Context: an optimization exercise on an open-source flow, tuned for small area, a short achievable clock period and few clock cycles per item. The choices shown serve that exercise and are no tape-out recipe. The RTL was checked by simulation tests, not by an equivalence proof against the original design.

==> flow/design.v (outline; a module is shown in full before it is edited, if it fits) <==
// module fpu_pipe_unit: 275 lines
// module fpu_booth_enc: 12 lines
// module fpu_mul_cs24: 1330 lines
// module fpu_add28: 130 lines
// module fpu_add16: 73 lines
// module fpu_add31: 141 lines
module fpu_pipe_unit #(
    parameter int EXP_W = 8,
    parameter int MAN_W = 23,
    parameter int TAG_W = 4
) (
    input  logic                 clk,
    input  logic                 rst_n,
    input  logic                 in_valid,
    output logic                 in_ready,
    input  logic [1:0]           in_op,
    input  logic [EXP_W+MAN_W:0] in_a,
    input  logic [EXP_W+MAN_W:0] in_b,
    input  logic [TAG_W-1:0]     in_tag,
    output logic                 out_valid,
    input  logic                 out_ready,
    output logic [EXP_W+MAN_W:0] out_y,
    output logic [TAG_W-1:0]     out_tag,
    output logic [3:0]           out_flags,
    output logic [3:0]           sticky,
    input  logic                 sticky_clr
);
  // ...
==> flow/flow/run.sh <==
#!/bin/bash
# The standard layout (standard.sh), with the port buffers that
# buffer_ports inserts made of sky130_fd_sc_hd__buf_1 cells (every input and
# output port still gets its own buffer). Everything else is the standard flow's.
set -euo pipefail
sed 's|"\${@:-finish}"|BUFFER_PORTS_ARGS="-buffer_cell sky130_fd_sc_hd__buf_1" "${@:-finish}"|' standard.sh > standard_ports.sh
grep -q 'BUFFER_PORTS_ARGS="-buffer_cell sky130_fd_sc_hd__buf_1"' standard_ports.sh
bash standard_ports.sh > standard.log 2>&1
==> flow/standard.sh <==
#!/bin/bash
# synth_recipe.tcl (not shown) runs the flow's synth.tcl, then flattens the netlist and writes it again
# the make line also repeats each setting of config.mk as NAME=value (left out here)
make -C /OpenROAD-flow-scripts/flow DESIGN_CONFIG=/design/flow/config.mk WORK_HOME=/design/flow/orfs CLKGATE_MAP_FILE= SYNTH_SCRIPT=/design/flow/synth_recipe.tcl "${@:-finish}"
==> flow/config.mk <==
export PLATFORM = sky130hd
export DESIGN_NAME = fpu_pipe_unit
export DESIGN_NICKNAME = fpu_pipe_unit
export VERILOG_FILES = /design/flow/design.v
export SDC_FILE = /design/flow/constraint.sdc
export NUM_CORES = 4
export LEC_CHECK = 0
export ABC_AREA = 1
export CAP_MARGIN = 20
export CORE_MARGIN = 2
export CORE_UTILIZATION = 40
export SETUP_SLACK_MARGIN = 5
export SLEW_MARGIN = 20
==> flow/constraint.sdc <==
create_clock -name core_clock -period 10.0 [get_ports {clk}]
set_input_delay 2.0000 -clock core_clock [delete_from_list [all_inputs] [get_ports {clk}]]
set_output_delay 2.0000 -clock core_clock [all_outputs]
set_load 0.01 [all_outputs]
==> metrics.md, run 1 <==
| Metric | Value |
|---|---|
| Seq Cell Count | `259` |
| Run status | `no timing/DRC/antenna violations` |
| Average footprint of a synthesized cell | `8.33 um^2` |
| CTS Buf Count | `30` |
| Max reg flops | `35` |
| Post-route met1 wirelength | `42100 um` |
| Endpoint of the worst register-to-register path | `r0_q[13]$_DFFE_PP_` |
| Non-Clock Inverter Count | `546` |
| Post-synthesis xor/xnor area fraction | `0.102` |
| Share of the cycle needed by the critical path after routing | `0.500` |
| Number of fill cells in the layout | `7337` |
| Register area | `0.00774 mm^2` |
| Total Neg Setup Slack | `0 ns` |
| Synth async-reset ratio | `0.0309` |
| Total congestion overflow | `0` |
| Combinational family with the most area after synthesis | `adder cells` |
| Worst-case reg-to-reg path depth | `12` |
| Portion of netlist area occupied by mux cells | `0.00132` |
| Crit path capture type | `flip-flop` |
| First-pass GRT wire length | `155000 um` |
| Synth-to-Final Area Change | `12.0%` |
| Buffers, non-clock | `291` |
| Final setup violation count | `0` |
| Biggest Area Class | `multi-input gates` |
| Number of global-route vias before repair | `25.7k` |
| Count of clock buffers in the final design | `39` |
| Well-tap cell count | `969` |
| Stages on worst setup path | `12` |
| Overall die area | `0.0780 mm^2` |
| Max Fanout on Critical Path | `17` |
Testbench counts, summed over its fixed seeds: cycles 12,032, items 12,000.
==> run 2: changes to the inputs <==
--- a/flow/config.mk
+++ b/flow/config.mk
@@ -9,5 +9,5 @@
 export CAP_MARGIN = 20
 export CORE_MARGIN = 2
-export CORE_UTILIZATION = 40
+export CORE_UTILIZATION = 50
 export SETUP_SLACK_MARGIN = 5
 export SLEW_MARGIN = 20
==> run 2 against run 1 <==
Via count grew 3.1%. Count of clock-buffer cells in the layout grew 1.
==> metrics.md, run 2 <==
| Metric | Value |
|---|---|
| Run status | `no timing/DRC/antenna violations` |
| Average footprint of a synthesized cell | `8.33 um^2 (unchanged)` |
| Initial cell density of the core | `0.504` |
| Floorplan row count | `90` |
| Maximum number of pins on one net before global-route repair | `71` |
| WP data arrival | `5.22 ns` |
| EDFF count, synth | `251` |
| Number of H-tree branching levels | `2` |
| Data required, critical path | `10.30 ns` |
| Synth unique cells | `59` |
| Clock sink count | `259` |
| Max-capacitance violation count | `0` |
| First-pass GRT wire length | `171000 um (+11%)` |
| Inst Count DP | `4385` |
| Max reg flops | `35 (unchanged)` |
| Synth-to-Final Area Change | `11.9%` |
| Adder-Cell Fraction of Synth Area | `0.254` |
| Final Hold Vio Count | `0` |
| Most used cells in the layout excluding fill and tap cells | `nand2_1 (625), inv_1 (480), xor2_1 (322)` |
| Number of DRC violations after detailed-routing iteration 0 | `3062` |
| Synth top area cells | `edfxtp_1 (25%), fa_1 (17%), xor2_1 (9.3%)` |
| Register name with the most flops | `f1_q` |
| Synth async-reset ratio | `0.0309 (unchanged)` |
| Area fraction in compound gates after synthesis | `0.138` |
| Pins Over Slew Limit | `0` |
| Regs by FF count | `f1_q: 35 flops, a1_q: 32 flops, hy_q: 32 flops` |
| Register area share after synthesis | `0.255` |
| Later-pin clock latency in the skew report | `0.58 ns` |
| CTS clock-pin slew for the worst setup and hold paths | `0.06 ns` |
| Top-level port count | `121` |
| Worst Setup Path Type | `reg2reg` |
| Leading cell type in the layout, fill and taps excluded | `nand2_1` |
| Final critical path time including I/O delays and setup | `4.92 ns` |
| Vertical die dimension | `250 um` |
| Cell at the root of the clock tree | `clkbuf_16` |
| Net count reported at finish | `4326` |
| Finished Core Util | `0.564` |
| Relative slew slack | `0.189` |
| Non-filler cells, final | `4604` |
| Number of fill cells in the layout | `5567 (-24%)` |
| Share of final-layout standard cells stronger than drive strength 1 | `0.0924` |
| Synth area leader | `edfxtp_1` |
| Total Neg Setup Slack | `0 ns (unchanged)` |
| Maximum clock frequency | `203 MHz` |
| Most used flip-flop cell after synthesis | `edfxtp_1` |
| DRC violation count after routing | `0` |
| Synthesized netlist net count | `4168` |
| Total congestion overflow | `0 (unchanged)` |
| Antenna-violating nets left | `0` |
| Portion of netlist area occupied by mux cells | `0.00132 (unchanged)` |
| Element type at the critical path start | `flip-flop` |
| Wirelength per Cell | `25.1 um` |
| Overall die area | `0.0626 mm^2 (-20%)` |
| Post-synth design cell area | `0.0303 mm^2` |
| Cell with the most instances after synthesis | `nand2_1` |
| GRT Util Overall | `0.365` |
| Count of buffers from port buffering | `120` |
| Combinational family with the most area after synthesis | `adder cells` |
| Routability Congestion | `1.02` |
| CTS Buf Count | `34 (+13%)` |
| Slew of the pin with the lowest slew margin | `1.21 ns` |
| Number of detailed-route iterations in the first pass | `8` |
| Type of the tightest min-delay check | `reg2reg` |
| Cell count after synthesis | `3637` |
| Std-Cell Core Area | `0.0601 mm^2` |
| Share of the synthesized area in the top cell type | `0.249` |
| Buffers from clock root to sink, at most | `3` |
| Overall via count from detail_route | `27.9k` |
| CTS tree | `yes` |
| Number of antenna violations at the first check in global routing | `3` |
| Detailed Place HPWL | `81700 um` |
| RSZ-0062 raised after global routing | `yes` |
| Simple logic cell fraction of the synthesized area | `0.155` |
| Number of global-route vias before repair | `28.0k (+8.8%)` |
| Skew final | `0.0360 ns` |
| Post-CTS Hold Buffers | `0` |
| Ys Warns | `1` |
| Post-synthesis xor/xnor area fraction | `0.102 (unchanged)` |
| Cell types with the highest counts after synthesis | `nand2_1 (626), inv_1 (505), xor2_1 (323)` |
| Crit path capture type | `flip-flop` |
| Final setup violation count | `0 (unchanged)` |
| FF+latch count, synth | `259` |
| Share of the cycle needed by the critical path after routing | `0.492 (-0.00725)` |
| Max Fanout on Critical Path | `17 (unchanged)` |
| Routed WL | `116000 um` |
| Die Width | `250 um` |
| Via count normalized by instance count | `6.07` |
==> run 2: cell counts after synthesis <==
No cell type changed its count.
==> run 2: final timing paths <==
| check | from | end | slack [ns] | cells after the start |
|---|---|---|---|---|
| min reg2reg | e2_q[4]$_DFFE_PP_ | e3_q[4]$_DFFE_PP_ | 0.42 | 0 |
| max reg2reg | a1_q[22]$_DFFE_PP_ | r0_q[4]$_DFFE_PP_ | 5.08 | 13 |
| max in group asynchronous | rst_n | sticky_q[2]$_DFFE_PN0P_ | 8.35 | 1 |
| min | e2_q[4]$_DFFE_PP_ | e3_q[4]$_DFFE_PP_ | 0.42 | 0 |
| max | a1_q[22]$_DFFE_PP_ | r0_q[4]$_DFFE_PP_ | 5.08 | 13 |
| min in group asynchronous | rst_n | sticky_q[0]$_DFFE_PN0P_ | 1.36 | 1 |
==> run 2: cell families after synthesis <==
group                      after synthesis
adders and majority gates              456
buffers and inverters                  745
and+or+nand+nor                       1112
muxes                                    4
DFF                                    259
AOI/OAI and AO/OA                      708
xor gates and xnor gates               353
==> run 2: stage by stage <==
stage | worst slack, ns | hold slack [ns] | instance area [um^2]
2_1_floorplan | 4.91 | 0.400 | 30300
3_3_place_gp | 4.41 | 0.400 | 31300
3_5_place_dp | 4.30 | 0.405 | 31300
4_1_cts | 4.90 | 0.418 | 32900
5_1_grt | 4.88 | 0.424 | 33900
6_report | 5.08 | 0.416 | 33900
==> run 2: worst max-delay path, stage by stage, from the launching register on <==
cell        delay (ns)
edfxtp_1          0.32
buf_4             0.31
clkinvlp_4        0.54
o22ai_1           0.30
xor2_1            0.12
fa_1              0.55
inv_1             0.07
fa_1              0.53
fa_1              0.55
inv_1             0.05
fa_1              0.51
fa_1              0.49
nor2_1            0.19
a21oi_1           0.10
==> run 2: repair_timing <==
action | in CTS | in global routing
gates cloned | 18 | 3
pin swaps | 2 | 7
resized for setup | 31 | 57
buffers inserted | 42 | 93
endpoints found under the setup margin | 73 | 80
==> run 2: final cells by class <==
| class | count | area, um^2 | share of cell area |
|---|---|---|---|
| Sequential cell | 259 | 7740 | 0.228 |
| Timing Repair Buffer | 315 | 2020 | 0.0595 |
| Clock inverter | 21 | 225 | 0.00664 |
| Antenna cell | 2 | 5.00 | 0.000148 |
| Timing Repair inverter | 18 | 123 | 0.00362 |
| Multi-Input combinational cell | 2635 | 19800 | 0.585 |
| Tap cell | 782 | 978 | 0.0289 |
| Inverter | 532 | 2100 | 0.0619 |
| Clock buffer | 40 | 873 | 0.0258 |
==> run 2: metal layers <==
layer / share of wire / vias up / track usage / routed length, um
met3: 0.094 / 507 / 0.0734 / 10900
met2: 0.47 / 1611 / 0.609 / 54100
li1: - / 12400 / - / -
met5: 0.00023 / - / 0 / 27
met4: 0.084 / 4 / 0.262 / 9750
met1: 0.35 / 13400 / 0.420 / 41100
==> run 3: changes to the inputs <==
==> flow/run.sh (new file) <==
#!/bin/bash
# synth_recipe.tcl (not shown) runs the flow's synth.tcl, then flattens the netlist and writes it again
# the make line also repeats each setting of config.mk as NAME=value (left out here)
make -C /OpenROAD-flow-scripts/flow DESIGN_CONFIG=/design/flow/config.mk WORK_HOME=/design/flow/orfs CLKGATE_MAP_FILE= SYNTH_SCRIPT=/design/flow/synth_recipe.tcl finish
--- a/flow/config.mk
+++ b/flow/config.mk
@@ -9,5 +9,6 @@
 export CAP_MARGIN = 20
 export CORE_MARGIN = 2
-export CORE_UTILIZATION = 50
+export CORE_UTILIZATION = 40
+export GPL_TIMING_DRIVEN = 1
 export SETUP_SLACK_MARGIN = 5
 export SLEW_MARGIN = 20
removed: flow/flow/run.sh
removed: flow/standard.sh
==> run 3 against run 2 <==
Fmax fell by 2.1%. First-iteration DRC count fell by 9.0%. Non-clock buffer count fell by 45. Via count fell by 4.2%. Count of clock-buffer cells in the layout fell by 1. Critical path type unchanged. Sequential share of layout area fell by 0.24 points. Cell count rose by 2.9%. Critical endpoint is now ci2_q$_DFFE_PP_.
==> metrics.md, run 3 <==
| Metric | Value |
|---|---|
| Run status | `no timing/DRC/antenna violations` |
| Synth async-reset ratio | `0.0309 (unchanged)` |
| Inst Count DP | `4573 (+4.3%)` |
| Synthesized netlist net count | `4168 (unchanged)` |
| Antenna-violating nets left | `0 (unchanged)` |
| Overall die area | `0.0780 mm^2 (+25%)` |
| RSZ-0062 raised after global routing | `yes` |
| CTS tree | `yes` |
| Number of DRC violations after detailed-routing iteration 0 | `2787 (-9.0%)` |
| Vertical die dimension | `279 um (+12%)` |
| Detailed Place HPWL | `74700 um (-8.6%)` |
| Std-Cell Core Area | `0.0747 mm^2 (+24%)` |
| Element type at the critical path start | `flip-flop` |
| Data required, critical path | `10.38 ns (+0.08 ns)` |
| Floorplan row count | `100 (+11%)` |
| Maximum clock frequency | `199 MHz (-2.1%)` |
| Synth-to-Final Area Change | `13.1%` |
| Max-capacitance violation count | `0 (unchanged)` |
| Crit path capture type | `flip-flop` |
| Clock sink count | `259 (unchanged)` |
| Share of final-layout standard cells stronger than drive strength 1 | `0.0773 (-0.0151)` |
| Routability Congestion | `0.977 (-4.3%)` |
| First-pass GRT wire length | `154000 um (-10%)` |
| Number of global-route vias before repair | `25.5k (-8.9%)` |
| Number of antenna violations at the first check in global routing | `3 (unchanged)` |
| Max Fanout on Critical Path | `20 (+3)` |
| Ys Warns | `1 (unchanged)` |
| GRT Util Overall | `0.257 (-0.109)` |
| Max reg flops | `35 (unchanged)` |
| Routed WL | `102000 um (-12%)` |
| DRC violation count after routing | `0 (unchanged)` |
| Final setup violation count | `0 (unchanged)` |
| Via count normalized by instance count | `5.65 (-6.9%)` |
| WP data arrival | `5.41 ns (+0.19 ns)` |
| Buffers from clock root to sink, at most | `3 (unchanged)` |
| Share of the cycle needed by the critical path after routing | `0.503 (+0.0105)` |
| Most used flip-flop cell after synthesis | `edfxtp_1` |
| Skew final | `0.0140 ns (-0.0220 ns)` |
| Synth top area cells | `edfxtp_1 (25%), fa_1 (17%), xor2_1 (9.3%)` |
| Number of H-tree branching levels | `1 (-1)` |
| Net count reported at finish | `4275 (-1.2%)` |
| Total Neg Setup Slack | `0 ns (unchanged)` |
| Pins Over Slew Limit | `0 (unchanged)` |
| Later-pin clock latency in the skew report | `0.57 ns (about the same)` |
| Die Width | `279 um (+12%)` |
| Worst slack after detailed placement | `3.91 ns (-0.392 ns)` |
| Final Hold Vio Count | `0 (unchanged)` |
| Synth area leader | `edfxtp_1` |
| Non-filler cells, final | `4738 (+2.9%)` |
| Post-synth design cell area | `0.0303 mm^2 (unchanged)` |
| Post-CTS Hold Buffers | `0 (unchanged)` |
| Regs by FF count | `f1_q: 35 flops, a1_q: 32 flops, hy_q: 32 flops` |
| CTS clock-pin slew for the worst setup and hold paths | `0.06 ns (about the same)` |
| Worst Setup Path Type | `reg2reg` |
| Register name with the most flops | `f1_q` |
| Synth unique cells | `59 (unchanged)` |
| Most used cells in the layout excluding fill and tap cells | `nand2_1 (624), inv_1 (488), xor2_1 (322)` |
| Cell at the root of the clock tree | `clkbuf_16` |
| Overall via count from detail_route | `26.8k (-4.2%)` |
| Initial cell density of the core | `0.406 (-0.0983)` |
| FF+latch count, synth | `259 (unchanged)` |
| Total congestion overflow | `0 (unchanged)` |
| Count of buffers from port buffering | `120 (unchanged)` |
| Cell types with the highest counts after synthesis | `nand2_1 (626), inv_1 (505), xor2_1 (323)` |
| Cell with the most instances after synthesis | `nand2_1` |
| Cell count after synthesis | `3637 (unchanged)` |
| Share of the synthesized area in the top cell type | `0.249 (unchanged)` |
| Finished Core Util | `0.459 (-0.105)` |
| Number of detailed-route iterations in the first pass | `6 (-2)` |
| Average footprint of a synthesized cell | `8.33 um^2 (unchanged)` |
| Maximum number of pins on one net before global-route repair | `78 (+9.9%)` |
| EDFF count, synth | `251 (unchanged)` |
| Type of the tightest min-delay check | `reg2reg` |
| Final critical path time including I/O delays and setup | `5.03 ns (+0.105 ns)` |
| Final worst setup slack | `4.97 ns (-0.105 ns)` |
| CTS Buf Count | `29 (-15%)` |
| Top-level port count | `121 (unchanged)` |
| Wirelength per Cell | `21.6 um (-14%)` |
| Slew of the pin with the lowest slew margin | `0.954 ns (-0.251 ns)` |
| Relative slew slack | `0.364 (+0.175)` |
| Leading cell type in the layout, fill and taps excluded | `nand2_1` |
| Register area share after synthesis | `0.255 (unchanged)` |
| Number of fill cells in the layout | `7306 (+31%)` |
==> run 3: cell types whose count changed in the layout (fill, tap and decap cells not counted), sizes merged <==
| cell | change |
|---|---|
| buf | -164 |
| clkdlybuf4s50 | +119 |
| clkinvlp | -9 |
| inv | +7 |
| clkinv | -6 |
| bufinv | -2 |
| clkbuf | -2 |
| nand2 | +2 |
| diode | +1 |
| dlygate4sd2 | +1 |
==> run 3: per-layer routing <==
| metal | vias to the layer above | GRT usage | wire (um) |
|---|---|---|---|
| li1 | 12300 | - | - |
| met1 | 12700 | 0.350 | 42600 |
| met2 | 1412 | 0.391 | 44400 |
| met3 | 328 | 0.0508 | 9720 |
| met4 | 0 | 0.120 | 5420 |
| met5 | - | 0 | 0 |
==> run 3: area by class of cell <==
cell class	instances	area, um^2	share of cell area
Tap cell	969	1210	0.0354
Antenna cell	3	7.51	0.000219
Sequential cell	259	7740	0.226
Timing Repair Buffer	270	2400	0.0700
Clock buffer	39	773	0.0226
Multi-Input combinational cell	2637	19800	0.579
Clock inverter	14	138	0.00402
Inverter	532	2070	0.0606
Timing Repair inverter	15	80.1	0.00234
==> run 3: metrics by stage <==
step	hold slack, ns	instance area (um^2)
6_report	0.414	34300
5_1_grt	0.421	34300
4_1_cts	0.414	33500
3_5_place_dp	0.405	32300
3_3_place_gp	0.402	32300
2_1_floorplan	0.400	30300
==> run 3: worst max-delay path, stage by stage, from the launching register on <==
cell and delay (ns):
edfxtp_1 0.57, inv_1 0.20, buf_4 0.35, o22ai_1 0.15, xor2_1 0.18, fa_1 0.52
inv_1 0.07, fa_1 0.53, fa_1 0.56, inv_1 0.06, fa_1 0.53, fa_1 0.61
nand2_1 0.06, nand3_1 0.11, o221ai_2 0.12, a21oi_4 0.24
==> run 3: path summary, 6_finish.rpt <==
kind                            slack (ns)                 endpoint  cells after the start           startpoint
worst max-delay path                  4.97          ci2_q$_DFFE_PP_                     15   a1_q[13]$_DFFE_PP_
worst min-delay path                  0.41      tag3_q[1]$_DFFE_PP_                      0  tag2_q[1]$_DFFE_PP_
worst max register to register        4.97          ci2_q$_DFFE_PP_                     15   a1_q[13]$_DFFE_PP_
worst min register to register        0.41      tag3_q[1]$_DFFE_PP_                      0  tag2_q[1]$_DFFE_PP_
max in group asynchronous             7.99  sticky_q[3]$_DFFE_PN0P_                      1                rst_n
min in group asynchronous             1.72  sticky_q[0]$_DFFE_PN0P_                      1                rst_n
==> run 3: repair_timing <==
item                       CTS  global route
gates resized for setup     25            41
pin swaps                    1             7
setup endpoints to repair   76            77
setup buffers               22            68
cloned                      13             6
==> run 3: cells by family (layout without fill, tap and decap cells) <==
family	count (synthesis)	after routing	share of synthesized area
other	0	3	0
AO/OA/AOI/OAI	708	708	0.138
buffers and inverters	745	870	0.0953
flip-flops	259	259	0.255
AND/OR/NAND/NOR	1112	1116	0.155
multiplexers	4	4	0.00132
adder cells (fa/ha/maj)	456	456	0.254
XOR/XNOR	353	353	0.102
==> run 4: changes to the inputs <==
--- a/flow/config.mk
+++ b/flow/config.mk
@@ -10,5 +10,4 @@
 export CORE_MARGIN = 2
 export CORE_UTILIZATION = 40
-export GPL_TIMING_DRIVEN = 1
 export SETUP_SLACK_MARGIN = 5
 export SLEW_MARGIN = 20
==> run 4 against run 3 <==
Via count unchanged. Still clean. Wire length unchanged. Non-clock buffer count unchanged. Fmax unchanged. Worst hold slack unchanged. Cell count unchanged.
==> metrics.md, run 4 <==
| Metric | Value |
|---|---|
| Endpoint of the worst register-to-register path | `ci2_q$_DFFE_PP_` |
| Routed WL | `102000 um (unchanged)` |
| Crit path capture type | `flip-flop` |
| GRT Util Overall | `0.257 (unchanged)` |
| Cell at the root of the clock tree | `clkbuf_16` |
| Via count normalized by instance count | `5.65 (unchanged)` |
| Total congestion overflow | `0 (unchanged)` |
| Total Neg Setup Slack | `0 ns (unchanged)` |
| Critical path's largest stage delay | `0.61 ns (about the same)` |
| Ordered list of cells on the worst path | `inv_1 > buf_4 > o22ai_1 > xor2_1 > fa_1 > inv_1 > fa_1 > fa_1 > inv_1 > fa_1 > fa_1 > nand2_1 > nand3_1 > o221ai_2 > a21oi_4` |
| Cell with the most instances after synthesis | `nand2_1` |
| Type of the tightest min-delay check | `reg2reg` |
| Synth unique cells | `59 (unchanged)` |
| Share of the synthesized area in the top cell type | `0.249 (unchanged)` |
| Synth area leader | `edfxtp_1` |
| Most congested layer reported by global routing | `met2` |
| Stages on worst setup path | `15 (unchanged)` |
| Synth async-reset ratio | `0.0309 (unchanged)` |
| Overall die area | `0.0780 mm^2 (unchanged)` |
| Routability Congestion | `0.977 (unchanged)` |
| Buffers from clock root to sink, at most | `3 (unchanged)` |
| Skew final | `0.0140 ns (unchanged)` |
| Met1 Use GR | `0.350 (unchanged)` |
| Vertical die dimension | `279 um (unchanged)` |
| Std-Cell Core Area | `0.0747 mm^2 (unchanged)` |
| CTS clock-pin slew for the worst setup and hold paths | `0.06 ns (about the same)` |
| Post-synth design cell area | `0.0303 mm^2 (unchanged)` |
| Worst flop-to-flop path startpoint | `a1_q[13]$_DFFE_PP_` |
| Post-CTS Hold Buffers | `0 (unchanged)` |
| CP startpoint | `a1_q[13]$_DFFE_PP_` |
| Final Hold Vio Count | `0 (unchanged)` |
| First-pass GRT wire length | `154000 um (unchanged)` |
| CTS Buf Count | `29 (unchanged)` |
| Cell types with the highest counts after synthesis | `nand2_1 (626), inv_1 (505), xor2_1 (323)` |
| Wirelength per Cell | `21.6 um (unchanged)` |
| Leading cell type in the layout, fill and taps excluded | `nand2_1` |
| EDFF count, synth | `251 (unchanged)` |
| Die Width | `279 um (unchanged)` |
| Maximum number of pins on one net before global-route repair | `78 (unchanged)` |
| Met2 GRT Util | `0.391 (unchanged)` |
| Count of buffers from port buffering | `120 (unchanged)` |
| Worst Setup Path Type | `reg2reg` |
| Data required, critical path | `10.38 ns (about the same)` |
| Pins Over Slew Limit | `0 (unchanged)` |
| Worst slack after detailed placement | `3.91 ns (unchanged)` |
| Floorplan row count | `100 (unchanged)` |
| Average footprint of a synthesized cell | `8.33 um^2 (unchanged)` |
| Final setup violation count | `0 (unchanged)` |
| RSZ-0062 raised after global routing | `yes` |
| Number of global-route vias before repair | `25.5k (unchanged)` |
| Cell count after synthesis | `3637 (unchanged)` |
| Non-filler cells, final | `4738 (unchanged)` |
| WP data arrival | `5.41 ns (about the same)` |
| Number of H-tree branching levels | `1 (unchanged)` |
| Family with the most delay on the worst path | `adder cells` |
| Final critical path time including I/O delays and setup | `5.03 ns (unchanged)` |
| Register area share after synthesis | `0.255 (unchanged)` |
| Regs by FF count | `f1_q: 35 flops, a1_q: 32 flops, hy_q: 32 flops` |
| Worst hold-check slack | `0.414 ns (unchanged)` |
| DRC violation count after routing | `0 (unchanged)` |
| Synth top area cells | `edfxtp_1 (25%), fa_1 (17%), xor2_1 (9.3%)` |
| Detailed Place HPWL | `74700 um (unchanged)` |
| Crit path to | `ci2_q$_DFFE_PP_` |
| Cell type with the highest occurrence count on the critical path | `fa_1` |
| Share of the cycle needed by the critical path after routing | `0.503 (unchanged)` |
| Most used flip-flop cell after synthesis | `edfxtp_1` |
| Top-level port count | `121 (unchanged)` |
| Share of final-layout standard cells stronger than drive strength 1 | `0.0773 (unchanged)` |
| Register name with the most flops | `f1_q` |
| Number of fill cells in the layout | `7306 (unchanged)` |
| Later-pin clock latency in the skew report | `0.57 ns (about the same)` |
| Relative slew slack | `0.364 (unchanged)` |
| Total buffers and inverters traversed by the critical path | `4 (unchanged)` |
| Element type at the critical path start | `flip-flop` |
| Final worst setup slack | `4.97 ns (unchanged)` |
| Initial cell density of the core | `0.406 (unchanged)` |
| Inst Count DP | `4573 (unchanged)` |
| Max Fanout on Critical Path | `20 (unchanged)` |
| Minimum setup slack among reg-to-reg paths | `4.97 ns (about the same)` |
| Ys Warns | `1 (unchanged)` |
| Slew of the pin with the lowest slew margin | `0.954 ns (unchanged)` |
| CTS tree | `yes` |
| Number of detailed-route iterations in the first pass | `6 (unchanged)` |
| Worst-case reg-to-reg path depth | `15 (unchanged)` |
| FF+latch count, synth | `259 (unchanged)` |
| Number of antenna violations at the first check in global routing | `3 (unchanged)` |
| Max reg flops | `35 (unchanged)` |
| Clock sink count | `259 (unchanged)` |
| Antenna-violating nets left | `0 (unchanged)` |
| Maximum clock frequency | `199 MHz (unchanged)` |
| Max-capacitance violation count | `0 (unchanged)` |
| Synth-to-Final Area Change | `13.1% (unchanged)` |
| Number of DRC violations after detailed-routing iteration 0 | `2787 (unchanged)` |
| Synthesized netlist net count | `4168 (unchanged)` |
| Slowest CP cell | `fa_1` |
| Most used cells in the layout excluding fill and tap cells | `nand2_1 (624), inv_1 (488), xor2_1 (322)` |
| Net count reported at finish | `4275 (unchanged)` |
| Overall via count from detail_route | `26.8k (unchanged)` |
| M3 GR Usage | `0.0508 (unchanged)` |
| Run status | `no timing/DRC/antenna violations` |
## run 4: repair_timing
item / in CTS / in global routing
setup buffers: 22 / 68
cloned: 13 / 6
pin swaps: 1 / 7
resized for setup: 25 / 41
setup endpoints to repair: 76 / 77
## run 4: final cells by class
cell class / count / area (um^2) / area share
multi-input combinational: 2637 / 19800 / 0.579
timing repair buffer: 270 / 2400 / 0.0700
timing repair inverter: 15 / 80.1 / 0.00234
clock buffer: 39 / 773 / 0.0226
tap: 969 / 1210 / 0.0354
sequential: 259 / 7740 / 0.226
antenna: 3 / 7.51 / 0.000219
inverter: 532 / 2070 / 0.0606
clock inverter: 14 / 138 / 0.00402
## run 4: worst reg2reg max path, delay by kind of cell, from the launching register on
kind                     cells  cell delay [ns]
flip-flops                   1             0.57
AND/OR/NAND/NOR              2             0.17
AO/OA/AOI/OAI                3             0.52
adder cells (fa/ha/maj)      5             2.75
XOR/XNOR                     1             0.18
buffers and inverters        4             0.69
## run 4: cells by family after synthesis
kind of cell,synth area share
AO/OA/AOI/OAI,0.138
XOR/XNOR,0.102
adder cells (fa/ha/maj),0.254
buffers and inverters,0.0953
flip-flops,0.255
multiplexers,0.00132
AND/OR/NAND/NOR,0.155
## run 4: routing by layer
metal,share of wire,vias to the layer above
li1,-,12300
met1,0.42,12700
met2,0.43,1412
met3,0.095,328
met4,0.053,0
met5,0,-
## run 4: metrics by stage
step	area, um^2	util
6_report	34300	0.459
5_1_grt	34300	0.459
4_1_cts	33500	0.449
3_5_place_dp	32300	0.433
3_3_place_gp	32300	0.433
2_1_floorplan	30300	-
## run 4: worst min-delay path by stage
stage / startpoint / to / slack, ns / cells past startpoint
finish: tag2_q[1]$_DFFE_PP_ / tag3_q[1]$_DFFE_PP_ / 0.41 / 0
global route: tag1_q[2]$_DFFE_PP_ / tag2_q[2]$_DFFE_PP_ / 0.42 / 0
CTS: e2_q[6]$_DFFE_PP_ / e3_q[6]$_DFFE_PP_ / 0.41 / 0
detailed placement: e2_q[6]$_DFFE_PP_ / e3_q[6]$_DFFE_PP_ / 0.40 / 0
global placement: tag1_q[0]$_DFFE_PP_ / tag2_q[0]$_DFFE_PP_ / 0.40 / 0
floorplan: e2_q[0]$_DFFE_PP_ / e3_q[0]$_DFFE_PP_ / 0.40 / 0
==> module fpu_pipe_unit, before the edit <==
module fpu_pipe_unit #(
    parameter int EXP_W = 8,
    parameter int MAN_W = 23,
    parameter int TAG_W = 4
) (
    input  logic                 clk,
    input  logic                 rst_n,
    input  logic                 in_valid,
    output logic                 in_ready,
    input  logic [1:0]           in_op,
    input  logic [EXP_W+MAN_W:0] in_a,
    input  logic [EXP_W+MAN_W:0] in_b,
    input  logic [TAG_W-1:0]     in_tag,
    output logic                 out_valid,
    input  logic                 out_ready,
    output logic [EXP_W+MAN_W:0] out_y,
    output logic [TAG_W-1:0]     out_tag,
    output logic [3:0]           out_flags,
    output logic [3:0]           sticky,
    input  logic                 sticky_clr
);
    localparam logic [1:0] K_ZERO = 2'd0;
    localparam logic [1:0] K_INF  = 2'd1;
    localparam logic [1:0] K_NAN  = 2'd2;
    localparam logic [1:0] K_NV   = 2'd3;
    logic adv;           
    logic hv_q;          
    assign adv      = !hv_q || out_ready;
    assign in_ready = adv;
    logic        v1_q;
    logic [3:0]  tag1_q;
    logic        mul1_q;
    logic [31:0] a1_q;
    logic [8:0]  b1_q;           
    logic [35:0] f1_q;           
    logic        mzb1_q;         
    logic        stk1_q;         
    logic [4:0]  tza_in, tzb_in;
    always_comb begin
        tza_in = 5'd23;
        tzb_in = 5'd23;
        for (int i = 22; i >= 0; i--) begin
            if (in_a[i]) tza_in = 5'(i);
            if (in_b[i]) tzb_in = 5'(i);
        end
    end
    logic [11:0] one_in, two_in, neg_in;
    fpu_booth_enc u_enc (.y({1'b1, in_b[22:0]}), .one(one_in), .two(two_in), .neg(neg_in));
    always_ff @(posedge clk or negedge rst_n) begin
        if (!rst_n)   v1_q <= 1'b0;
        else if (adv) v1_q <= in_valid;
    end
    always_ff @(posedge clk) begin
        if (adv) begin
            tag1_q <= in_tag;
            mul1_q <= (in_op == 2'd2);
            a1_q   <= in_a;
            b1_q   <= {in_b[31] ^ (in_op == 2'd1), in_b[30:23]};
            f1_q   <= (in_op == 2'd2) ? {neg_in, two_in, one_in} : {13'd0, in_b[22:0]};
            mzb1_q <= (in_b[22:0] == 23'd0);
            stk1_q <= ({1'b0, tza_in} + {1'b0, tzb_in}) < 6'd20;
        end
    end
    logic       sa, sb;
    logic [7:0] ea, eb;
    logic [22:0] ma, mb;
    logic       za, zb, ia, ib, na, nb, fa, fb;
    assign sa = a1_q[31];
    assign sb = b1_q[8];
    assign ea = a1_q[30:23];
    assign eb = b1_q[7:0];
    assign ma = a1_q[22:0];
    assign mb = f1_q[22:0];
    assign za = (ea == 8'd0);
    assign zb = (eb == 8'd0);
    assign fa = (ea == 8'hFF);
    assign fb = (eb == 8'hFF);
    assign ia = fa && (ma == 23'd0);
    assign ib = fb && mzb1_q;
    assign na = fa && (ma != 23'd0);
    assign nb = fb && !mzb1_q;
    logic       sp2;
    logic [1:0] spk2;
    logic       sps2;
    always_comb begin
        sp2  = 1'b1;
        spk2 = K_NAN;
        sps2 = sa ^ sb;
        if (na || nb) begin
            spk2 = K_NAN;
        end else if (mul1_q) begin
            if ((ia && zb) || (za && ib)) spk2 = K_NV;
            else if (ia || ib)            spk2 = K_INF;
            else if (za || zb)            spk2 = K_ZERO;
            else                          sp2  = 1'b0;
        end else begin
            if (ia && ib && (sa != sb)) spk2 = K_NV;
            else if (ia) begin spk2 = K_INF; sps2 = sa; end
            else if (ib) begin spk2 = K_INF; sps2 = sb; end
            else sp2 = 1'b0;
        end
    end
    logic [47:0] ps, pc;
    fpu_mul_cs24 u_mul (.x({1'b1, ma}), .one(f1_q[11:0]), .two(f1_q[23:12]), .neg(f1_q[35:24]),
                        .y23(1'b1), .s(ps), .c(pc));
    logic [9:0] mexp;
    assign mexp = {2'b00, ea} + {2'b00, eb} - 10'd127;
    logic        a_ge;
    logic [7:0]  dab, dba, ediff, ebig;
    logic [23:0] sig_big, sig_sml;
    logic        sub2, sgn_add;
    fpu_add31 u_cmp (.a(a1_q[30:0]), .b(~{eb, mb}), .ci(1'b1), .s(), .co(a_ge));
    assign dab     = ea - eb;
    assign dba     = eb - ea;
    assign ediff   = a_ge ? dab : dba;
    assign ebig    = a_ge ? ea : eb;
    assign sig_big = a_ge ? (za ? 24'd0 : {1'b1, ma}) : (zb ? 24'd0 : {1'b1, mb});
    assign sig_sml = a_ge ? (zb ? 24'd0 : {1'b1, mb}) : (za ? 24'd0 : {1'b1, ma});
    assign sub2    = sa ^ sb;
    assign sgn_add = a_ge ? sa : sb;
    logic [26:0] al0, al1, al2, al3, al4, al5, sml_al;
    logic        st1, st2, st3, st4, st5, big_sh;
    assign big_sh = (ediff[7:5] != 3'd0);
    assign al0 = {sig_sml, 3'b000};
    assign st1 = ediff[4] && (al0[15:0] != 16'd0);
    assign al1 = ediff[4] ? {16'd0, al0[26:16]} : al0;
    assign st2 = ediff[3] && (al1[7:0] != 8'd0);
    assign al2 = ediff[3] ? {8'd0, al1[26:8]} : al1;
    assign st3 = ediff[2] && (al2[3:0] != 4'd0);
    assign al3 = ediff[2] ? {4'd0, al2[26:4]} : al2;
    assign st4 = ediff[1] && (al3[1:0] != 2'd0);
    assign al4 = ediff[1] ? {2'd0, al3[26:2]} : al3;
    assign st5 = ediff[0] && al4[0];
    assign al5 = ediff[0] ? {1'd0, al4[26:1]} : al4;
    assign sml_al = big_sh ? {26'd0, (sig_sml != 24'd0)}
                           : {al5[26:1], al5[0] | st1 | st2 | st3 | st4 | st5};
    logic        v2_q;
    logic [3:0]  tag2_q;
    logic        mul2_q, sp2_q, sgn2_q;
    logic [1:0]  spk2_q;
    logic [9:0]  e2_q;
    logic [27:0] r0_q, r1_q;     
    logic        ci2_q, st2_q;   
    logic        c20;
    logic       c16;
    logic [3:0] lg, lp;
    fpu_add16 u_low (.a(ps[15:0]), .b(pc[15:0]), .s(), .co(c16));
    assign lg  = ps[19:16] & pc[19:16];
    assign lp  = ps[19:16] | pc[19:16];
    assign c20 = lg[3] | (lp[3] & (lg[2] | (lp[2] & (lg[1] | (lp[1] & (lg[0] | (lp[0] & c16)))))));
    always_ff @(posedge clk or negedge rst_n) begin
        if (!rst_n)   v2_q <= 1'b0;
        else if (adv) v2_q <= v1_q;
    end
    always_ff @(posedge clk) begin
        if (adv) begin
            tag2_q <= tag1_q;
            mul2_q <= mul1_q;
            sp2_q  <= sp2;
            spk2_q <= spk2;
            if (mul1_q) begin
                sgn2_q <= sp2 ? sps2 : (sa ^ sb);
                e2_q   <= mexp;
                r0_q   <= ps[47:20];
                r1_q   <= pc[47:20];
                ci2_q  <= c20;
                st2_q  <= stk1_q;
            end else begin
                sgn2_q <= sp2 ? sps2 : sgn_add;
                e2_q   <= {2'b00, ebig};
                r0_q   <= {1'b0, sig_big, 3'b000};
                r1_q   <= {sub2, sml_al ^ {27{sub2}}};
                ci2_q  <= sub2;
                st2_q  <= 1'b0;
            end
        end
    end
    logic [27:0] sum;
    logic [27:0] z;
    logic [4:0]  lz;
    logic        zz;
    fpu_add28 u_sum (.a(r0_q), .b(r1_q), .ci(ci2_q), .s(sum), .co());
    assign z   = {sum[27:1], sum[0] | st2_q};
    assign zz  = (z[26:0] == 27'd0);
    always_comb begin
        lz = 5'd0;
        for (int i = 0; i < 27; i++) begin
            if (z[i]) lz = 5'(26 - i);
        end
    end
    logic        v3_q;
    logic [3:0]  tag3_q;
    logic        sp3_q, sgn3_q, zz3_q;
    logic [1:0]  spk3_q;
    logic [27:0] z3_q;
    logic [4:0]  lz3_q;
    logic [9:0]  e3_q;
    always_ff @(posedge clk or negedge rst_n) begin
        if (!rst_n)   v3_q <= 1'b0;
        else if (adv) v3_q <= v2_q;
    end
    always_ff @(posedge clk) begin
        if (adv) begin
            tag3_q <= tag2_q;
            sp3_q  <= sp2_q;
            spk3_q <= spk2_q;
            sgn3_q <= sgn2_q;
            zz3_q  <= !z[27] && zz;
            z3_q   <= z;
            lz3_q  <= lz;
            e3_q   <= e2_q;
        end
    end
    logic [26:0] nm;
    logic [9:0]  e4;
    logic        up, inx, cy, ovf, unf;
    logic [30:0] rnd;
    logic [31:0] y4;
    logic [3:0]  f4;
    assign e4  = z3_q[27] ? (e3_q + 10'd1) : (e3_q - {5'd0, lz3_q});
    assign nm  = z3_q[27] ? {z3_q[27:2], z3_q[1] | z3_q[0]} : (z3_q[26:0] << lz3_q);
    assign up  = nm[2] && (nm[1] || nm[0] || nm[3]);
    assign inx = nm[2] || nm[1] || nm[0];
    fpu_add31 u_rnd (.a({e4[7:0], nm[25:3]}), .b(31'd0), .ci(up), .s(rnd), .co());
    assign cy  = up && (nm[25:3] == 23'h7FFFFF);
    assign ovf = (!e4[9] && (e4[8] || (e4[7:0] == 8'hFF)))
              || (e4 == 10'd254 && cy);
    assign unf = e4[9] || (e4 == 10'd0 && !cy);
    always_comb begin
        f4 = 4'b0000;
        if (sp3_q) begin
            case (spk3_q)
                K_ZERO:  y4 = {sgn3_q, 31'd0};
                K_INF:   y4 = {sgn3_q, 8'hFF, 23'd0};
                default: y4 = 32'hFFFFFFFF;
            endcase
            if (spk3_q == K_NV) f4 = 4'b1000;
        end else if (zz3_q) begin
            y4 = 32'd0;
        end else if (ovf) begin
            y4 = {sgn3_q, 8'hFF, 23'd0};
            f4 = 4'b0101;
        end else if (unf) begin
            y4 = {sgn3_q, 31'd0};
            f4 = 4'b0011;
        end else begin
            y4 = {sgn3_q, rnd};
            f4 = {3'b000, inx};
        end
    end
    logic [31:0] hy_q;
    logic [3:0]  ht_q, hf_q;
    logic [3:0]  sticky_q;
    always_ff @(posedge clk or negedge rst_n) begin
        if (!rst_n)   hv_q <= 1'b0;
        else if (adv) hv_q <= v3_q;
    end
    always_ff @(posedge clk) begin
        if (adv) begin
            hy_q <= y4;
            ht_q <= tag3_q;
            hf_q <= f4;
        end
    end
    always_ff @(posedge clk or negedge rst_n) begin
        if (!rst_n)          sticky_q <= 4'd0;
        else if (sticky_clr) sticky_q <= 4'd0;
        else if (hv_q && out_ready)        sticky_q <= sticky_q | hf_q;
    end
    assign out_valid = hv_q;
    assign out_y     = hy_q;
    assign out_tag   = ht_q;
    assign out_flags = hf_q;
    assign sticky    = sticky_q;
endmodule
==> run 5: changes to the inputs <==
--- a/flow/design.v
+++ b/flow/design.v
@@ -33,5 +33,5 @@
     logic [31:0] a1_q;
     logic [8:0]  b1_q;           
-    logic [35:0] f1_q;           
+    logic [22:0] f1_q;           
     logic        mzb1_q;         
     logic        stk1_q;         
@@ -46,5 +46,5 @@
     end
     logic [11:0] one_in, two_in, neg_in;
-    fpu_booth_enc u_enc (.y({1'b1, in_b[22:0]}), .one(one_in), .two(two_in), .neg(neg_in));
+    fpu_booth_enc u_enc (.y({1'b1, f1_q}), .one(one_in), .two(two_in), .neg(neg_in));
     always_ff @(posedge clk or negedge rst_n) begin
         if (!rst_n)   v1_q <= 1'b0;
@@ -57,5 +57,5 @@
             a1_q   <= in_a;
             b1_q   <= {in_b[31] ^ (in_op == 2'd1), in_b[30:23]};
-            f1_q   <= (in_op == 2'd2) ? {neg_in, two_in, one_in} : {13'd0, in_b[22:0]};
+            f1_q   <= in_b[22:0];
             mzb1_q <= (in_b[22:0] == 23'd0);
             stk1_q <= ({1'b0, tza_in} + {1'b0, tzb_in}) < 6'd20;
@@ -102,5 +102,5 @@
     end
     logic [47:0] ps, pc;
-    fpu_mul_cs24 u_mul (.x({1'b1, ma}), .one(f1_q[11:0]), .two(f1_q[23:12]), .neg(f1_q[35:24]),
+    fpu_mul_cs24 u_mul (.x({1'b1, ma}), .one(one_in), .two(two_in), .neg(neg_in),
                         .y23(1'b1), .s(ps), .c(pc));
     logic [9:0] mexp;
==> run 5 against run 4 <==
Via count is 2.7% lower. Worst hold slack worse by 0.0087 ns. Still clean on timing, DRC and antenna. First-iteration DRC count is 19% higher. Setup slack worse by 0.0093 ns. Wire length is 2.9% lower. Flip-flop and latch count is 12 lower. Critical path type unchanged. Core utilization is 0.66 points higher. Cell count is 3.0% lower.
==> metrics.md, run 5 <==
| Metric | Value |
|---|---|
| Post-synthesis xor/xnor area fraction | `0.0943 (-0.00774)` |
| Post-CTS Hold Buffers | `0 (unchanged)` |
| Pins Over Slew Limit | `0 (unchanged)` |
| First-pass GRT wire length | `149000 um (-3.2%)` |
| Relative slew slack | `0.232 (-0.132)` |
| Clock sink count | `247 (-4.6%)` |
| Crit path capture type | `flip-flop` |
| Slew of the pin with the lowest slew margin | `1.14 ns (+0.188 ns)` |
| RSZ-0062 raised after global routing | `yes` |
| Most used cells in the layout excluding fill and tap cells | `nand2_1 (565), inv_1 (496), xor2_1 (286)` |
| Synth area leader | `edfxtp_1` |
| Share of the cycle needed by the critical path after routing | `0.504 (+0.000927)` |
| Share of final-layout standard cells stronger than drive strength 1 | `0.0940 (+0.0168)` |
| Cell with the most instances after synthesis | `nand2_1` |
| Synth top area cells | `edfxtp_1 (24%), fa_1 (18%), xor2_1 (8.7%)` |
| Regs by FF count | `a1_q: 32 flops, hy_q: 32 flops` |
| Number of antenna violations at the first check in global routing | `2 (-1)` |
| Total buffers and inverters traversed by the critical path | `3 (-1)` |
| Maximum number of pins on one net before global-route repair | `62 (-21%)` |
| Via count normalized by instance count | `5.67 (+0.35%)` |
| Later-pin clock latency in the skew report | `0.58 ns (about the same)` |
| Overall die area | `0.0756 mm^2 (-3.1%)` |
| Cell at the root of the clock tree | `clkbuf_16` |
| Routability Congestion | `0.944 (-3.4%)` |
| Area fraction in compound gates after synthesis | `0.144 (+0.00616)` |
| Maximum clock frequency | `199 MHz (-0.18%)` |
| Wirelength per Cell | `21.6 um (about the same)` |
| Data required, critical path | `10.31 ns (-0.07 ns)` |
| Cell type with the highest occurrence count on the critical path | `fa_1` |
| Family with the most delay on the worst path | `adder cells` |
| Net count reported at finish | `4124 (-3.5%)` |
| FF+latch count, synth | `247 (-4.6%)` |
| Std-Cell Core Area | `0.0728 mm^2 (-2.5%)` |
| Final critical path time including I/O delays and setup | `5.04 ns (+0.00927 ns)` |
| Portion of netlist area occupied by mux cells | `0.00520 (+0.00388)` |
| Number of global-route vias before repair | `24.8k (-2.9%)` |
| Non-filler cells, final | `4596 (-3.0%)` |
| Post-synth design cell area | `0.0294 mm^2 (-3.1%)` |
| Element type at the critical path start | `flip-flop` |
| WP data arrival | `5.34 ns (-0.07 ns)` |
| Simple logic cell fraction of the synthesized area | `0.151 (-0.00374)` |
| Skew final | `0.0130 ns (-0.000942 ns)` |
| Slowest CP cell | `fa_1` |
| Total congestion overflow | `0 (unchanged)` |
| Die Width | `275 um (-1.6%)` |
| Leading cell type in the layout, fill and taps excluded | `nand2_1` |
| Final setup violation count | `0 (unchanged)` |
| EDFF count, synth | `239 (-4.8%)` |
| Number of H-tree branching levels | `1 (unchanged)` |
| CTS Buf Count | `29 (unchanged)` |
| Count of buffers from port buffering | `120 (unchanged)` |
| Overall via count from detail_route | `26.1k (-2.7%)` |
| Cell count after synthesis | `3534 (-2.8%)` |
| Number of detailed-route iterations in the first pass | `6 (unchanged)` |
| Adder-Cell Fraction of Synth Area | `0.253 (-0.00100)` |
| Max Fanout on Critical Path | `6 (-70%)` |
| Vertical die dimension | `275 um (-1.6%)` |
| Synth unique cells | `63 (+6.8%)` |
| Top-level port count | `121 (unchanged)` |
| Share of the synthesized area in the top cell type | `0.245 (-0.00423)` |
| Final Hold Vio Count | `0 (unchanged)` |
| Synth-to-Final Area Change | `15.4%` |
| Antenna-violating nets left | `0 (unchanged)` |
| Finished Core Util | `0.465 (+0.00657)` |
| Ys Warns | `1 (unchanged)` |
| Synthesized netlist net count | `4044 (-3.0%)` |
| Average footprint of a synthesized cell | `8.31 um^2 (-0.31%)` |
| CTS clock-pin slew for the worst setup and hold paths | `0.07 ns (about the same)` |
| Floorplan row count | `99 (-1.0%)` |
| Detailed Place HPWL | `70400 um (-5.7%)` |
| Register area share after synthesis | `0.251 (-0.00402)` |
| Number of DRC violations after detailed-routing iteration 0 | `3315 (+19%)` |
| Cell types with the highest counts after synthesis | `nand2_1 (583), inv_1 (519), xor2_1 (293)` |
| Run status | `no timing/DRC/antenna violations` |
| Synth async-reset ratio | `0.0324 (+0.00150)` |
| DRC violation count after routing | `0 (unchanged)` |
| Type of the tightest min-delay check | `reg2reg` |
| Inst Count DP | `4454 (-2.6%)` |
| Ordered list of cells on the worst path | `nor2_1 > nor2_4 > clkinvlp_4 > o22ai_4 > xor2_2 > fa_1 > fa_1 > inv_2 > fa_1 > inv_1 > fa_1 > ha_4 > a21oi_4 > o21ai_2 > o31ai_2 > nand2_1 > o221ai_2 > a21oi_1 > a21oi_1 > o21ai_1` |
| Total Neg Setup Slack | `0 ns (unchanged)` |
| Initial cell density of the core | `0.403 (-0.00267)` |
| CTS tree | `yes` |
| Buffers from clock root to sink, at most | `3 (unchanged)` |
| ANT cells | `0 (-3)` |
| Max-capacitance violation count | `0 (unchanged)` |
| GRT Util Overall | `0.256 (-0.000793)` |
| Routed WL | `99200 um (-2.9%)` |
| Combinational family with the most area after synthesis | `adder cells` |
| Most used flip-flop cell after synthesis | `edfxtp_1` |
| Worst Setup Path Type | `reg2reg` |
| Critical path's largest stage delay | `0.61 ns (about the same)` |
-- run 5: cell count changes after synthesis, sizes merged, moves of 8 or more --
cell,previous run,this run
xor2,323,293
edfxtp,251,239
nand2,634,593
mux2i,4,13
o21ai,197,218
a21oi,144,113
nand3,201,174
o22ai,254,274
inv,525,537
nor2,195,203
ha,192,172
-- run 5: logic make-up after synthesis --
| logic type | after synthesis |
|---|---|
| adder cells (fa/ha/maj) | 435 |
| buffers and inverters | 760 |
| multiplexers | 15 |
| flip-flops | 247 |
| XOR/XNOR | 316 |
| AND/OR/NAND/NOR | 1051 |
| AO/OA/AOI/OAI | 710 |
-- run 5: metal layers --
metal	vias to the layer above	wire length [um]	GRT usage	share of wire
met4	4	3850	0.0817	0.039
met2	1400	43100	0.390	0.43
met1	12500	41500	0.363	0.42
met5	-	25	0	0.00025
met3	255	10700	0.0541	0.11
li1	11900	-	-	-
-- run 5: path summary, 6_finish.rpt --
check / start / to / slack, ns / cells after the start
max in group asynchronous: rst_n / sticky_q[2]$_DFFE_PN0P_ / 7.97 / 1
min in group asynchronous: rst_n / sticky_q[0]$_DFFE_PN0P_ / 1.72 / 1
hold / removal: e2_q[2]$_DFFE_PP_ / e3_q[2]$_DFFE_PP_ / 0.41 / 0
hold reg to reg: e2_q[2]$_DFFE_PP_ / e3_q[2]$_DFFE_PP_ / 0.41 / 0
setup / recovery: f1_q[4]$_DFFE_PP_ / ci2_q$_DFFE_PP_ / 4.96 / 20
setup reg to reg: f1_q[4]$_DFFE_PP_ / ci2_q$_DFFE_PP_ / 4.96 / 20
-- run 5: what timing repair did --
| item | in CTS | in global routing |
|---|---|---|
| pin swaps | 23 | 65 |
| setup endpoints to repair | 61 | 74 |
| gates cloned | 15 | 9 |
| endpoints found under the hold margin | 0 | 0 |
| resized for setup | 93 | 124 |
| buffers inserted | 34 | 30 |
-- run 5: worst reg2reg max path, stage by stage (launching register included) --
cell	delay (ns)
edfxtp_1	0.55
nor2_1	0.15
nor2_4	0.16
clkinvlp_4	0.19
o22ai_4	0.24
xor2_2	0.17
fa_1	0.46
fa_1	0.61
inv_2	0.05
fa_1	0.48
inv_1	0.05
fa_1	0.54
ha_4	0.23
a21oi_4	0.15
o21ai_2	0.08
o31ai_2	0.22
nand2_1	0.09
o221ai_2	0.06
a21oi_1	0.08
a21oi_1	0.13
o21ai_1	0.08
-- run 5: layout make-up --
class | count | area (um^2)
Timing Repair inverter | 8 | 51.3
Multi-Input combinational cell | 2532 | 19600
Clock buffer | 31 | 733
Sequential cell | 247 | 7380
Inverter | 550 | 2170
Tap cell | 959 | 1200
Fill cell | 7134 | 39000
Timing Repair Buffer | 246 | 2500
Clock inverter | 23 | 260
-- run 5: metrics by stage --
stage          hold slack [ns]  instance area, um^2  setup slack [ns]
6_report                 0.405                33900              4.96
2_1_floorplan            0.400                29400              4.96
3_5_place_dp             0.405                31200              3.81
4_1_cts                  0.405                33000              4.87
5_1_grt                  0.402                33900              4.72
3_3_place_gp             0.402                31200              3.85
Testbench counts of run 5, summed over its fixed seeds: cycles 12,032, items 12,000.
==> run 6: changes to the inputs <==
==> flow/flow/run.sh (new file) <==
#!/bin/bash
# The standard layout (standard.sh), with the port buffers that
# buffer_ports inserts made of sky130_fd_sc_hd__buf_1 cells (every input and
# output port still gets its own buffer). Everything else is the standard flow's.
set -euo pipefail
sed 's|"\${@:-finish}"|BUFFER_PORTS_ARGS="-buffer_cell sky130_fd_sc_hd__buf_1" "${@:-finish}"|' standard.sh > standard_ports.sh
grep -q 'BUFFER_PORTS_ARGS="-buffer_cell sky130_fd_sc_hd__buf_1"' standard_ports.sh
bash standard_ports.sh > standard.log 2>&1
==> flow/standard.sh (new file) <==
#!/bin/bash
# synth_recipe.tcl (not shown) runs the flow's synth.tcl, then flattens the netlist and writes it again
# the make line also repeats each setting of config.mk as NAME=value (left out here)
make -C /OpenROAD-flow-scripts/flow DESIGN_CONFIG=/design/flow/config.mk WORK_HOME=/design/flow/orfs CLKGATE_MAP_FILE= SYNTH_SCRIPT=/design/flow/synth_recipe.tcl "${@:-finish}"
--- a/flow/config.mk
+++ b/flow/config.mk
@@ -9,5 +9,5 @@
 export CAP_MARGIN = 20
 export CORE_MARGIN = 2
-export CORE_UTILIZATION = 40
+export CORE_UTILIZATION = 50
 export SETUP_SLACK_MARGIN = 5
 export SLEW_MARGIN = 20
removed: flow/run.sh
==> run 6 against run 5 <==
Still clean on timing, DRC and antenna. Sequential share of layout area up 0.65 points. Synthesized area unchanged. Via count up 2.3%. Die area down 20%. First-iteration DRC count down 23%. Count of clock-buffer cells in the layout up 7. Setup slack worse by 0.062 ns. Critical endpoint unchanged.
==> metrics.md, run 6 <==
| Metric | Value |
|---|---|
| Detailed Place HPWL | `76500 um (+8.5%)` |
| Most used cells in the layout excluding fill and tap cells | `nand2_1 (568), inv_1 (500), xor2_1 (289)` |
| Number of global-route vias before repair | `26.2k (+5.6%)` |
| CTS clock-pin slew for the worst setup and hold paths | `0.08 ns (about the same)` |
| Synth top area cells | `edfxtp_1 (24%), fa_1 (18%), xor2_1 (8.7%)` |
| Routed WL | `107000 um (+8.2%)` |
| Total buffers and inverters traversed by the critical path | `6 (+3)` |
| Die Width | `246 um (-10%)` |
| Minimum setup slack among reg-to-reg paths | `4.90 ns (-0.06 ns)` |
| Final Hold Vio Count | `0 (unchanged)` |
| Max Fanout on Critical Path | `10 (+4)` |
| Std-Cell Core Area | `0.0579 mm^2 (-20%)` |
| Synthesized netlist net count | `4044 (unchanged)` |
| Via count normalized by instance count | `6.04 (+6.5%)` |
| Number of DRC violations after detailed-routing iteration 0 | `2554 (-23%)` |
| WP data arrival | `5.46 ns (+0.12 ns)` |
| DRC violation count after routing | `0 (unchanged)` |
| FF+latch count, synth | `247 (unchanged)` |
| Element type at the critical path start | `flip-flop` |
| Overall die area | `0.0607 mm^2 (-20%)` |
| Synth unique cells | `63 (unchanged)` |
| Final setup violation count | `0 (unchanged)` |
| Maximum clock frequency | `196 MHz (-1.2%)` |
| Ordered list of cells on the worst path | `buf_12 > buf_12 > inv_8 > o21ai_2 > nand2_2 > buf_12 > o22ai_4 > xor2_2 > fa_1 > inv_2 > fa_1 > fa_1 > fa_1 > inv_2 > ha_4 > a21oi_2 > o21ai_1 > o31ai_1 > nand2_1 > o221ai_2 > a21oi_1 > a21oi_1 > o21ai_1` |
| Final worst setup slack | `4.90 ns (-0.0622 ns)` |
| Post-CTS Hold Buffers | `0 (unchanged)` |
| Buffers from clock root to sink, at most | `3 (unchanged)` |
| First-pass GRT wire length | `157000 um (+5.1%)` |
| Slowest CP cell | `fa_1` |
| Total Neg Setup Slack | `0 ns (unchanged)` |
| Cell at the root of the clock tree | `clkbuf_16` |
| Post-route design area | `0.0329 mm^2 (-2.9%)` |
| Post-synthesis xor/xnor area fraction | `0.0943 (unchanged)` |
| Run status | `no timing/DRC/antenna violations` |
| RSZ-0062 raised after global routing | `yes` |
| Synth async-reset ratio | `0.0324 (unchanged)` |
| Cell with the most instances after synthesis | `nand2_1` |
| Crit path capture type | `flip-flop` |
| GRT Util Overall | `0.343 (+0.0874)` |
| Regs by FF count | `a1_q: 32 flops, hy_q: 32 flops` |
| Cell type with the highest occurrence count on the critical path | `fa_1` |
| Simple logic cell fraction of the synthesized area | `0.151 (unchanged)` |
| Family with the most delay on the worst path | `adder cells` |
| Most used flip-flop cell after synthesis | `edfxtp_1` |
| Final critical path time including I/O delays and setup | `5.10 ns (+0.0622 ns)` |
| Area fraction in compound gates after synthesis | `0.144 (unchanged)` |
| Net count reported at finish | `4139 (+0.36%)` |
| Top-level port count | `121 (unchanged)` |
| Combinational family with the most area after synthesis | `adder cells` |
| CTS Buf Count | `29 (unchanged)` |
| Ys Warns | `1 (unchanged)` |
| Average footprint of a synthesized cell | `8.31 um^2 (unchanged)` |
| Post-synth design cell area | `0.0294 mm^2 (unchanged)` |
| Data required, critical path | `10.36 ns (+0.05 ns)` |
| Worst slack after detailed placement | `3.84 ns (+0.0231 ns)` |
| Finished Core Util | `0.568 (+0.103)` |
| Relative slew slack | `0.382 (+0.150)` |
| EDFF count, synth | `239 (unchanged)` |
| Slew of the pin with the lowest slew margin | `0.927 ns (-0.215 ns)` |
| Total congestion overflow | `0 (unchanged)` |
| Adder-Cell Fraction of Synth Area | `0.253 (unchanged)` |
| Portion of netlist area occupied by mux cells | `0.00520 (unchanged)` |
| Share of the synthesized area in the top cell type | `0.245 (unchanged)` |
| Routability Congestion | `0.958 (+1.5%)` |
| Cell types with the highest counts after synthesis | `nand2_1 (583), inv_1 (519), xor2_1 (293)` |
| Type of the tightest min-delay check | `reg2reg` |
| Cell count after synthesis | `3534 (unchanged)` |
| CTS tree | `yes` |
| Area of placed instances | `0.0302 mm^2 (-3.2%)` |
| Number of H-tree branching levels | `1 (unchanged)` |
| Critical path's largest stage delay | `0.57 ns (-0.04 ns)` |
| Initial cell density of the core | `0.507 (+0.104)` |
| Leading cell type in the layout, fill and taps excluded | `nand2_1` |
| Antenna-violating nets left | `0 (unchanged)` |
| Worst Setup Path Type | `reg2reg` |
| Clock sink count | `247 (unchanged)` |
| Count of buffers from port buffering | `120 (unchanged)` |
| Synth area leader | `edfxtp_1` |
| Share of the cycle needed by the critical path after routing | `0.510 (+0.00622)` |
| Overall via count from detail_route | `26.6k (+2.3%)` |
| Wirelength per Cell | `24.3 um (+13%)` |
| Later-pin clock latency in the skew report | `0.63 ns (+0.05 ns)` |
| Max-capacitance violation count | `0 (unchanged)` |
| Share of final-layout standard cells stronger than drive strength 1 | `0.0921 (-0.00193)` |
| Synth-to-Final Area Change | `12.1%` |
| Number of antenna violations at the first check in global routing | `3 (+1)` |
| Register area share after synthesis | `0.251 (unchanged)` |
| Vertical die dimension | `246 um (-10%)` |
| Number of detailed-route iterations in the first pass | `5 (-1)` |
| Pins Over Slew Limit | `0 (unchanged)` |
| Floorplan row count | `88 (-11%)` |
| Skew final | `0.0538 ns (+0.0408 ns)` |
| Maximum number of pins on one net before global-route repair | `72 (+16%)` |
run 6: cell count changes in the layout (fill, tap and decap cells not counted), moves of 4 or more:
| cell | delta |
|---|---|
| nor2_1 | -4 |
| buf_4 | +7 |
| clkinvlp_4 | -5 |
| clkinv_4 | -4 |
| clkdlybuf4s50_1 | -119 |
| inv_4 | -4 |
| inv_1 | +4 |
| nand2_2 | -4 |
| buf_6 | +7 |
| buf_1 | +120 |
| clkbuf_1 | +6 |
run 6: kinds of logic after synthesis:
family          Yosys count
mux                      15
fa+ha+maj               435
compound gates          710
xor+xnor                316
flops                   247
simple gates           1051
buf+inv                 760
run 6: final timing paths:
path / end / depth (start not counted) / startpoint
max in group asynchronous: sticky_q[0]$_DFFE_PN0P_ / 1 / rst_n
setup / recovery: ci2_q$_DFFE_PP_ / 23 / f1_q[5]$_DFFE_PP_
hold reg to reg: sp3_q$_DFFE_PP_ / 0 / sp2_q$_DFFE_PP_
hold / removal: sp3_q$_DFFE_PP_ / 0 / sp2_q$_DFFE_PP_
min in group asynchronous: sticky_q[1]$_DFFE_PN0P_ / 1 / rst_n
setup reg to reg: ci2_q$_DFFE_PP_ / 23 / f1_q[5]$_DFFE_PP_
run 6: per-stage QoR:
step | hold WS (ns) | instances
after floorplan | 0.400 | 3534
after global placement | 0.401 | 4258
after detailed placement | 0.405 | 4258
after CTS | 0.420 | 4356
after global routing | 0.425 | 4413
final | 0.419 | 4415
run 6: cell type report:
type,instances,area [um^2]
diodes,2,5.00
repair inverters,9,61.3
fillers,5327,25000
repair buffers,262,1900
clock buffers,38,769
multi-input cells,2530,19500
well taps,765,957
inverters,550,2170
flip-flops and latches,247,7380
clock inverters,12,134
run 6: what timing repair did:
| action | 4_1_cts | 5_1_grt |
|---|---|---|
| gates cloned | 10 | 13 |
| resized for setup | 112 | 103 |
| buffers inserted | 38 | 44 |
| setup endpoints to repair | 83 | 75 |
| pin swaps | 37 | 70 |
run 6: metal layers:
layer | up-vias | part of all wire | track usage
met1 | 13000 | 0.39 | 0.435
met5 | - | 0.000075 | 0
met3 | 323 | 0.097 | 0.0781
met4 | 2 | 0.054 | 0.162
met2 | 1395 | 0.46 | 0.556
li1 | 11900 | - | -

-- what the ideal ports hide --
The flow's constraints put no driver on any port. The routed layouts listed below were extracted and timed again, unchanged, in two steps. Step 1 assumes that a clkbuf_16 drives the clock port and a buf_2 every other input. Step 2 adds t to the input delays and takes it off the output delays; t is the mean of the earliest and latest rising clock arrival at the registers after step 1. Input paths then give back, and output paths get back, about the clock's delay inside the block. Slacks: no drivers / after step 1 / after step 2; pairs: no drivers / after step 1.
run	t (ns)	setup WS [ns]	worst setup path after step 2
run 1	0.629	5.004 / 5.004 / 5.004	register to register
run 2	0.625	5.077 / 5.077 / 5.077	register to register
run 3	0.625	4.972 / 4.972 / 4.972	register to register
run 4	0.625	4.972 / 4.972 / 4.972	register to register
run 5	0.633	4.963 / 4.963 / 4.963	register to register
run 6	0.663	4.901 / 4.901 / 4.901	register to register
After both steps every run listed still meets setup and hold.
